Context: an optimization exercise on an open-source flow, tuned for small area, a short achievable clock period and few clock cycles. The choices shown serve that exercise and are no tape-out recipe. At most, simulation tests tie the RTL to the original design; equivalence was not proved. No activity file was given, so power comes from the tool's default toggle rates.

Setup of quartz:
==> flow/design.v (excerpt) <==
module qc_fsm_complex #(
  parameter int unsigned N    = 3,
  parameter int unsigned W    = 16,
  parameter int unsigned FRAC = W - 2
) (
  input  logic         clk,
  input  logic         reset,
  input  logic         load_ready,
  input  logic [W-1:0] load_data,
  input  logic         new_gate,
  output logic [W-1:0] send_data,
  output logic         busy,
  output logic         done,
  output logic         sat
);
Size in the first run: roughly 700 flip-flops, roughly 30,000 µm² of cells after synthesis.
Settings: LEC_CHECK=0, CAP_MARGIN=20, CORE_MARGIN=2, CORE_UTILIZATION=70, CTS_BUF_LIST=sky130_fd_sc_hd__clkbuf_16, CTS_CLUSTER_DIAMETER=90, CTS_CLUSTER_SIZE=24, PLACE_DENSITY=0.75, SLEW_MARGIN=20; clock period 12.5 ns.
standard.sh (not shown) runs the stock make flow with config.mk's settings and CLKGATE_MAP_FILE= SYNTH_SCRIPT=/design/flow/synth_recipe.tcl, a recipe that flattens the netlist after the stock synthesis.
==> flow/flow/run.sh <==
#!/bin/bash
# The standard layout (standard.sh: standard synthesis, floorplan, place, CTS, route),
# with two changes to how it is made: the port buffers are buf_4 cells instead of the
# resizer's default pick (a delay cell), and timing repair aims at a setup slack margin
# well past zero, so that the layout runs faster than the clock period asks for.
# The clock period, SDC and all other settings are the standard flow's.
set -euo pipefail
cd "$(dirname "$0")/.."
export BUFFER_PORTS_ARGS="-buffer_cell sky130_fd_sc_hd__buf_4"
export SETUP_SLACK_MARGIN="${QC_SETUP_MARGIN:-8.9}"
export TNS_END_PERCENT=100
export CTS_ARGS="-sink_clustering_enable -repair_clock_nets -sink_clustering_size 24 -sink_clustering_max_diameter 90 -buf_list sky130_fd_sc_hd__clkbuf_16 -distance_between_buffers 400 -branching_point_buffers_distance 400"
bash standard.sh > make_standard.log 2>&1
Testbench counts of quartz, summed over its fixed seeds: cycles 66,240.
--- input diff quartz..yarrow ---
- GPL_TIMING_DRIVEN: unset -> 1
-- flow/flow/run.sh --
<<< quartz, line 12
export CTS_ARGS="-sink_clustering_enable -repair_clock_nets -sink_clustering_size 24 -sink_clustering_max_diameter 90 -buf_list sky130_fd_sc_hd__clkbuf_16 -distance_between_buffers 400 -branching_point_buffers_distance 400"
>>> yarrow, line 12
==> comparison <==
yarrow -> quartz: area of all placed cells without fillers delta 0, exact match
yarrow: done, clean on timing, DRC and antenna
yarrow -> quartz: power flat
Diff yarrow..quartz | worst setup slack | negligible
As far as met2 wire length goes, quartz and yarrow are indistinguishable; the numbers are identical.
Inputs modified between yarrow and lagoon:
- removing GPL_TIMING_DRIVEN (formerly 1)
- changing CTS_BUF_LIST from sky130_fd_sc_hd__clkbuf_16 to sky130_fd_sc_hd__clkbuf_8 sky130_fd_sc_hd__clkbuf_16
- changing CTS_CLUSTER_SIZE from 24 to 20
- changing CTS_CLUSTER_DIAMETER from 90 to 80
==> flow/run.sh (new file) <==
#!/bin/bash
# synth_recipe.tcl (not shown) runs the flow's synth.tcl, then flattens the netlist and writes it again
# the make line also repeats each setting of config.mk as NAME=value (left out here)
make -C /OpenROAD-flow-scripts/flow DESIGN_CONFIG=/design/flow/config.mk WORK_HOME=/design/flow/orfs CLKGATE_MAP_FILE= SYNTH_SCRIPT=/design/flow/synth_recipe.tcl finish
removed: flow/flow/run.sh
removed: flow/standard.sh
Findings:
lagoon finished all stages; the layout is clean. Relative to yarrow, total power decreased by 3.9% in lagoon. The run showing the greater last weighted congestion value of the routability-driven placer is yarrow. Compared with yarrow, lagoon shows final wirelength higher by about 0.5%. Status: overall via count from detail_route parity (lagoon, yarrow). Comparing yarrow against lagoon, there is no change at all in residual overflow from global routing. Utilization, yarrow and lagoon, higher one = yarrow.
For indigo, these inputs were changed with respect to lagoon:
- swapping 20 for 24 in CTS_CLUSTER_SIZE
- swapping 70 for 60 in CORE_UTILIZATION
- swapping sky130_fd_sc_hd__clkbuf_8 sky130_fd_sc_hd__clkbuf_16 for sky130_fd_sc_hd__clkbuf_16 in CTS_BUF_LIST
- swapping 80 for 90 in CTS_CLUSTER_DIAMETER
- swapping 0.75 for 0.7 in PLACE_DENSITY
==> flow/flow/run.sh (new file) <==
#!/bin/bash
# The standard layout (standard.sh: standard synthesis, floorplan, place, CTS, route),
# with two changes to how it is made: the port buffers are buf_4 cells instead of the
# resizer's default pick (a delay cell), and timing repair aims at a setup slack margin
# well past zero, so that the layout runs faster than the clock period asks for.
# The clock period, SDC and all other settings are the standard flow's.
set -euo pipefail
cd "$(dirname "$0")/.."
export BUFFER_PORTS_ARGS="-buffer_cell sky130_fd_sc_hd__buf_4"
export SETUP_SLACK_MARGIN="${QC_SETUP_MARGIN:-8.9}"
export TNS_END_PERCENT=100
bash standard.sh > make_standard.log 2>&1
==> flow/standard.sh (new file) <==
#!/bin/bash
# synth_recipe.tcl (not shown) runs the flow's synth.tcl, then flattens the netlist and writes it again
# the make line also repeats each setting of config.mk as NAME=value (left out here)
make -C /OpenROAD-flow-scripts/flow DESIGN_CONFIG=/design/flow/config.mk WORK_HOME=/design/flow/orfs CLKGATE_MAP_FILE= SYNTH_SCRIPT=/design/flow/synth_recipe.tcl "${@:-finish}"
removed: flow/run.sh
## What came out
- Lower worst-path maximum fanout among indigo and lagoon: indigo
- Reported for indigo and lagoon, average instance area after synthesis turned out identical to the last digit.
- The final reports for indigo and lagoon show power share of the combinational group higher in the former.
- Comparing lagoon with indigo, the multi-input gate share of the layout cell area came out essentially unchanged.
- Diff indigo and lagoon: met2 layer usage reported by global route higher in lagoon
- Summary of indigo over lagoon: fraction of area in registers saw a decrease, total count of max-transition violations in the final report saw little to no change, final wirelength saw little to no change.
- indigo vs lagoon, global routing's busiest layer: met1 vs met2
#### Input delta (maple over indigo)
- PLACE_DENSITY: 0.7 -> 0.75
- CORE_UTILIZATION: 60 -> 70
==> comparison <==
For cell count, dividing the value from indigo by the value from maple gives 1.05. Taking indigo as the reference, in maple actual slew at the worst max-slew pin went down 0.050 ns; static leakage power went down 0.37%. Multi-input gate share of total cell area, maple and indigo: lower on indigo. Compared with indigo, maple shows sequential share of layout area higher by 0.55 points. Compared to indigo, maple has total number of nets in the final design 12 lower. Routed wire length of maple falls short of that of indigo slightly. In the tables for maple and indigo, fraction of power consumed by sequential logic reads lower with indigo. As far as number of H-tree levels is concerned, maple and indigo perform about the same. Looking at worst setup path startpoint, the send_q[12] result is from maple; the send_q[10] one comes from indigo.
#### Input delta (xenon over maple)
- swapping 24 for 16 in CTS_CLUSTER_SIZE
- swapping sky130_fd_sc_hd__clkbuf_16 for sky130_fd_sc_hd__clkbuf_8 in CTS_BUF_LIST
- swapping 90 for 70 in CTS_CLUSTER_DIAMETER
Results
- In the reports for xenon and maple, the larger met2 routing resource usage after global routing belongs to maple.
- Delta (xenon minus maple): final cell count went up 32, final worst-path cycle share went up 1.0 points, leakage dissipation held.
- Fmax | xenon vs maple | xenon slower
- xenon against maple: via count increased 0.89%; total power after layout now smaller.
- In the tables for xenon and maple, number of buffers outside the clock class in the layout reads lower with maple.

---

## job 4652
Another version of the RTL of qc_fsm_complex (not shown whole).
Size in the first run: roughly 2100 cells after synthesis, about 700 flip-flops, roughly 39 I/O pins, about 0.030 mm^2 of cells after synthesis.
==> flow/config.mk <==
export PLATFORM = sky130hd
export DESIGN_NAME = qc_fsm_complex
export DESIGN_NICKNAME = qc_fsm_complex
export VERILOG_FILES = /design/flow/design.v
export SDC_FILE = /design/flow/constraint.sdc
export NUM_CORES = 4
export LEC_CHECK = 0
export CAP_MARGIN = 20
export CORE_MARGIN = 2
export CORE_UTILIZATION = 70
export CTS_BUF_LIST = sky130_fd_sc_hd__clkbuf_16
export CTS_CLUSTER_DIAMETER = 90
export CTS_CLUSTER_SIZE = 24
export PLACE_DENSITY = 0.75
export SLEW_MARGIN = 20
==> flow/constraint.sdc <==
create_clock -name core_clock -period 12.5 [get_ports {clk}]
set_input_delay 2.5000 -clock core_clock [delete_from_list [all_inputs] [get_ports {clk}]]
set_output_delay 2.5000 -clock core_clock [all_outputs]
set_load 0.01 [all_outputs]
==> flow/flow/run.sh <==
#!/bin/bash
# The standard layout (standard.sh: standard synthesis, floorplan, place, CTS, route),
# with two changes to how it is made: the port buffers are buf_4 cells instead of the
# resizer's default pick (a delay cell), and timing repair aims at a setup slack margin
# well past zero, so that the layout runs faster than the clock period asks for.
# The clock period, SDC and all other settings are the standard flow's.
set -euo pipefail
cd "$(dirname "$0")/.."
export BUFFER_PORTS_ARGS="-buffer_cell sky130_fd_sc_hd__buf_4"
export SETUP_SLACK_MARGIN="${QC_SETUP_MARGIN:-9.4}"
export TNS_END_PERCENT=100
bash standard.sh > make_standard.log 2>&1
Here is what was changed in the inputs of job 1525 compared with job 4652.
diff --git a/flow/flow/run.sh b/flow/flow/run.sh
--- a/flow/flow/run.sh
+++ b/flow/flow/run.sh
@@ -8,5 +8,5 @@
 cd "$(dirname "$0")/.."
 export BUFFER_PORTS_ARGS="-buffer_cell sky130_fd_sc_hd__buf_4"
-export SETUP_SLACK_MARGIN="${QC_SETUP_MARGIN:-9.4}"
+export SETUP_SLACK_MARGIN="${QC_SETUP_MARGIN:-8.8}"
 export TNS_END_PERCENT=100
 bash standard.sh > make_standard.log 2>&1
Notes after the runs:
- Going from job 4652 to job 1525, part of the total power dissipated in combinational logic now sits lower, cell area after layout now sits lower.
- Against job 4652, met1 wire length in job 1525 fell slightly.
- Job 1525 ended up with a lower non-clock buffer count than job 4652 did.
- NOTE power attributed to combinational cells job 4652->job 1525 decreased by more than a quarter
What job 3892 does differently from job 1525 at the input level:
diff --git a/flow/flow/run.sh b/flow/flow/run.sh
--- a/flow/flow/run.sh
+++ b/flow/flow/run.sh
@@ -8,5 +8,5 @@
 cd "$(dirname "$0")/.."
 export BUFFER_PORTS_ARGS="-buffer_cell sky130_fd_sc_hd__buf_4"
-export SETUP_SLACK_MARGIN="${QC_SETUP_MARGIN:-8.8}"
+export SETUP_SLACK_MARGIN="${QC_SETUP_MARGIN:-8.9}"
 export TNS_END_PERCENT=100
 bash standard.sh > make_standard.log 2>&1
### Flow results
- From job 1525 to job 3892 the numbers moved as follows: met2 wirelength from detailed routing now sits higher, clock power share now sits lower, routed via count now sits higher, area of the multi-input gates now sits higher.
- Looking only at power, and setting everything else aside, the lower value of job 1525 and job 3892 goes to job 1525.
- Against job 1525, the final cell area of job 3892 is higher.
Input-level comparison between job 6875 and job 3892:
- an added ABC_AREA of 1
[summary]
Layout buffer count excluding clock buffers ended up 1 higher on job 6875 than on job 3892. Job 6875 — number of cells in the finished layout apart from fillers 13% higher, job 3892 as reference. On clock edge transition at the registers on the reported setup and hold paths, job 3892 tracks job 6875 almost exactly. Number of standard cells after synthesis (lower): job 3892.
Edits applied to the flow inputs when going from job 6875 to job 7282:
- clearing ABC_AREA, which used to be 1
- swapping 0.75 for 0.85 in PLACE_DENSITY
- swapping 70 for 80 in CORE_UTILIZATION
==> notes.md <==
Compared to job 6875, job 7282 has final core area utilization 13 points higher.
Delta (job 7282 minus job 6875): total setup buffers inserted after CTS increased by 39 relative to the old numbers, switching power increased by 0.17 mW relative to the old numbers.
Per the comparison of job 7282 with job 6875, number of multi-input combinational cells lost 13%, detail-routed via count per cell picked up an extra 19%.
No functional check of the RTL was part of any run of this note.

[what the ideal ports hide]
In the flow no input, the clock included, has a driving cell. The finished layouts below were timed again as built, in two steps.
Step 1, drivers: a clkbuf_16 drives clk and a buf_2 each remaining input, both assumed.
Step 2, shift: input delay + t, output delay - t, t = (earliest + latest rising clock arrival at the registers) / 2. This alone moves slack from input paths to output paths.
Three values: no drivers, after step 1, after step 2; two values: the first two.
| run | t, ns | setup slack, ns | hold slack, ns | worst setup path at the end | slew at the worst register clock pin (ns) |
|---|---|---|---|---|---|
| quartz | 0.629 | 8.888 / 8.829 / 8.689 | 0.403 / 0.403 / 0.403 | input to register | 0.10 / 0.10 |
| yarrow | 0.629 | 8.888 / 8.829 / 8.689 | 0.403 / 0.403 / 0.403 | input to register | 0.10 / 0.10 |
| lagoon | 0.643 | 8.456 / 8.401 / 8.262 | 0.389 / 0.389 / 0.389 | input to register | 0.09 / 0.09 |
| indigo | 0.630 | 8.870 / 8.812 / 8.667 | 0.397 / 0.397 / 0.397 | input to register | 0.10 / 0.10 |
| maple | 0.629 | 8.888 / 8.829 / 8.689 | 0.403 / 0.403 / 0.403 | input to register | 0.10 / 0.10 |
| xenon | 0.721 | 8.762 / 8.708 / 8.694 | 0.414 / 0.414 / 0.414 | input to register | 0.11 / 0.11 |
| job 4652 | 0.625 | 8.869 / 8.814 / 8.962 | 0.406 / 0.406 / 0.406 | register to register | 0.10 / 0.10 |
| job 1525 | 0.628 | 8.843 / 8.789 / 8.642 | 0.413 / 0.413 / 0.413 | input to register | 0.11 / 0.11 |
| job 3892 | 0.632 | 8.852 / 8.794 / 8.642 | 0.417 / 0.417 / 0.417 | input to register | 0.11 / 0.11 |
| job 6875 | 0.647 | 8.814 / 8.753 / 8.574 | 0.406 / 0.406 / 0.406 | input to register | 0.10 / 0.10 |
| job 7282 | 0.657 | 8.634 / 8.622 / 8.497 | 0.396 / 0.396 / 0.396 | input to register | 0.12 / 0.12 |
After both steps every run listed still meets setup and hold. The setup slack of job 6875, which loses most, moves by -0.061 ns with the drivers and by -0.240 ns with both steps.
